Context: an optimization exercise on an open-source flow, tuned for small area, a short achievable clock period and few clock cycles per item. The choices shown serve that exercise and are no tape-out recipe. Function was checked by simulation only, so behaviour that the tests miss may differ from the original. No driver is modelled on the clock port, so clocking that relies on it looks cheaper here than on a real chip. Power figures rest on the tool's default switching activity, not on a simulated workload.

run 1:
// char_waiter_matching_queue_unit
module char_waiter_matching_queue_unit (
    input  logic                 i_clk,
    input  logic                 i_rst_n,
    input  logic                 i_req_valid,
    output logic                 o_req_ready,
    input  logic                 i_req_mode,
    input  logic [CHAR_W-1:0]    i_req_char_value,
    input  logic [ID_W-1:0]      i_req_waiter_id,
    output logic                 o_rsp_valid,
    input  logic                 i_rsp_ready,
    output logic                 o_rsp_delivered,
    output logic [ID_W-1:0]      o_rsp_dest_client,
    output logic [CHAR_W-1:0]    o_rsp_char_out,
    output logic [STATUS_W-1:0]  o_rsp_status,
    output logic [CHARS_W-1:0]   o_rsp_chars_held,
    output logic [WAITERS_W-1:0] o_rsp_waiters_held
);
clock: 8.0 ns
lec_check: 0
cap_margin: 20
core_margin: 2
core_utilization: 40
cts_cluster_diameter: 100
cts_cluster_size: 24
slew_margin: 20
standard.sh (not shown) runs the stock make flow with config.mk's settings and CLKGATE_MAP_FILE= SYNTH_SCRIPT=/design/flow/synth_recipe.tcl, a recipe that flattens the netlist after the stock synthesis.
==> flow/flow/run.sh <==
#!/bin/bash
set -euo pipefail
export CLOCK_PORT_NET=i_clk
export PRE_CTS_TCL="$PWD/flow/cts_root.tcl"
bash standard.sh SETUP_SLACK_MARGIN=5.55 finish > flow_make.log 2>&1
==> flow/flow/cts_root.tcl <==
rename clock_tree_synthesis my_tritoncts
proc clock_tree_synthesis { args } {
  my_tritoncts {*}$args
  set block [ord::get_db_block]
  set port_net [$block findNet $::env(CLOCK_PORT_NET)]
  set drivers {}
  foreach it [$port_net getITerms] { lappend drivers [$it getInst] }
  if { [llength $drivers] != 1 } {
    puts "cts_root: clock port drives [llength $drivers] cells, tree left as built"
    return
  }
  set root [lindex $drivers 0]
  set out_net ""
  foreach it [$root getITerms] {
    if { [$it isOutputSignal] } { set out_net [$it getNet] }
  }
  set loads {}
  foreach it [$out_net getITerms] {
    if { [$it isInputSignal] } { lappend loads $it }
  }
  if { [llength $loads] > 4 || [llength [$out_net getBTerms]] > 0 } {
    puts "cts_root: root buffer drives [llength $loads] pins, tree left as built"
    return
  }
  puts "cts_root: removing [$root getName], port now drives [llength $loads] buffers"
  foreach it $loads {
    $it disconnect
    $it connect $port_net
  }
  odb::dbInst_destroy $root
  odb::dbNet_destroy $out_net
}
Per the final summary, run 1 finished and its layout is clean on timing, DRC and antenna.
Testbench counts of run 1, summed over its fixed seeds: cycles 4,816, items 4,800.
Setup changes, run 1 to run 2
==> flow/flow/run.sh <==
#!/bin/bash
set -euo pipefail
export CLOCK_PORT_NET=i_clk
export PRE_CTS_TCL="$PWD/flow/cts_root.tcl"
bash standard.sh SETUP_SLACK_MARGIN=5.5 finish > flow_make.log 2>&1
## What came out
The final layout from run 2, which completed every stage, passed the timing, DRC and antenna checks at the end of the flow. Data-path buffer share of cell area in the final layout: run 2 < run 1. Number of global-route vias before repair: run 2 vs run 1 up 104. Per the comparison of run 2 with run 1, hold slack ~0 delta; clock period minus worst slack ~0 delta. Run 1 reports its launch point of the critical path as r_q0[21]$_SDFFE_PN0N_ while run 2 reports r_q0[22]$_SDFFE_PN0N_.
[inputs] run 3 vs run 2
- an added TNS_END_PERCENT of 40
==> flow/flow/run.sh <==
#!/bin/bash
set -euo pipefail
export CLOCK_PORT_NET=i_clk
export PRE_CTS_TCL="$PWD/flow/cts_root.tcl"
bash standard.sh SETUP_SLACK_MARGIN=5.45 finish > flow_make.log 2>&1
==> notes.md <==
Run 2 and run 3 ended up with nearly the same first-pass GRT wire length.
Between run 3 and run 2, it is run 3 whose number of standard cells in the layout, taps in and fillers out is lower, by 32.
Against run 2, initial detailed-routing violation count in run 3 fell by a little under 10%.
Run 3 reports a lower met1 layer usage reported by global route than run 2 does.
Run 3 vs run 2 — post-route fraction of the period consumed by the critical path rose 1.3 points.
Run 3 vs run 2 — number of non-clock buffers in the layout dropped 33.
From run 2 to run 3 the numbers moved as follows: fraction of final layout cells with drive strength greater than 1 shrank by 3.3 points; critical path depth grew by 2.
Run 3 — cell area 1100 µm² lower, run 2 as reference
Count of cells along the worst register-to-register path: run 3 vs run 2 down 7
When run 3 is measured against run 2, its met1 wire length turns out about 1.7% lower.
What run 4 does differently from run 3 at the input level:
- TNS_END_PERCENT: 40 -> 10
Findings:
Summary of the comparison: clock share of power is lower in run 4, relative to run 3.
| flip-flop and latch power | run 4 vs run 3 | ≈ equal |
| number of inserted filler cells in the final layout | run 4 vs run 3 | 94 higher |
Run 3 -> run 4: xor and xnor area share after synthesis delta 0, exact match
--- input diff run 4..run 5 ---
- removing TNS_END_PERCENT (formerly 10)
==> comparison <==
Run 5 finished all stages; the layout is clean. Compared with run 4, placement density in the core of run 5 is higher. Run 5 ends up with lower post-detailed-route via-to-cell ratio than run 4 does. Run 5 vs run 4, final worst-path cycle share went down by 0.97 points. On wire length, run 4 beats run 5. In the flow results for run 5 and run 4, the relative slew slack is smaller on run 4. Run 5 — combinational power share 0.5 points higher, run 4 as reference. Run 5 has met3 wire length below what run 4 had.

[static timing again, ports no longer ideal]
No port has a modelled driver above. Below, the same layouts with a new extraction and two added sets of constraints.
Step 1 (the two cells are an assumption about what drives the block):
set clk [get_ports {i_clk}]
set_driving_cell -lib_cell sky130_fd_sc_hd__clkbuf_16 $clk
set_driving_cell -lib_cell sky130_fd_sc_hd__buf_2 [delete_from_list [all_inputs] $clk]
Step 2 adds t to the input delays and takes it off the output delays; t is the mean of the earliest and latest rising clock arrival at the registers after step 1. Input paths then give back, and output paths get back, about the clock's delay inside the block.
Slacks: no drivers / after step 1 / after step 2; pairs: no drivers / after step 1.
| run | t, ns | setup slack, ns | latest minus earliest clock arrival (ns) | slew at the worst register clock pin (ns) |
|---|---|---|---|---|
| run 1 | 0.595 | 5.426 / 5.284 / 5.022 | 0.039 / 0.038 | 0.11 / 0.11 |
| run 2 | 0.581 | 5.427 / 5.285 / 5.016 | 0.031 / 0.030 | 0.11 / 0.11 |
| run 3 | 0.597 | 5.326 / 5.293 / 4.855 | 0.057 / 0.057 | 0.11 / 0.11 |
| run 4 | 0.597 | 5.359 / 5.212 / 4.887 | 0.059 / 0.059 | 0.11 / 0.11 |
| run 5 | 0.593 | 5.436 / 5.288 / 4.966 | 0.033 / 0.033 | 0.11 / 0.11 |
After both steps every run listed still meets setup and hold. The setup slack of run 4, which loses most, moves by -0.147 ns with the drivers and by -0.472 ns with both steps.
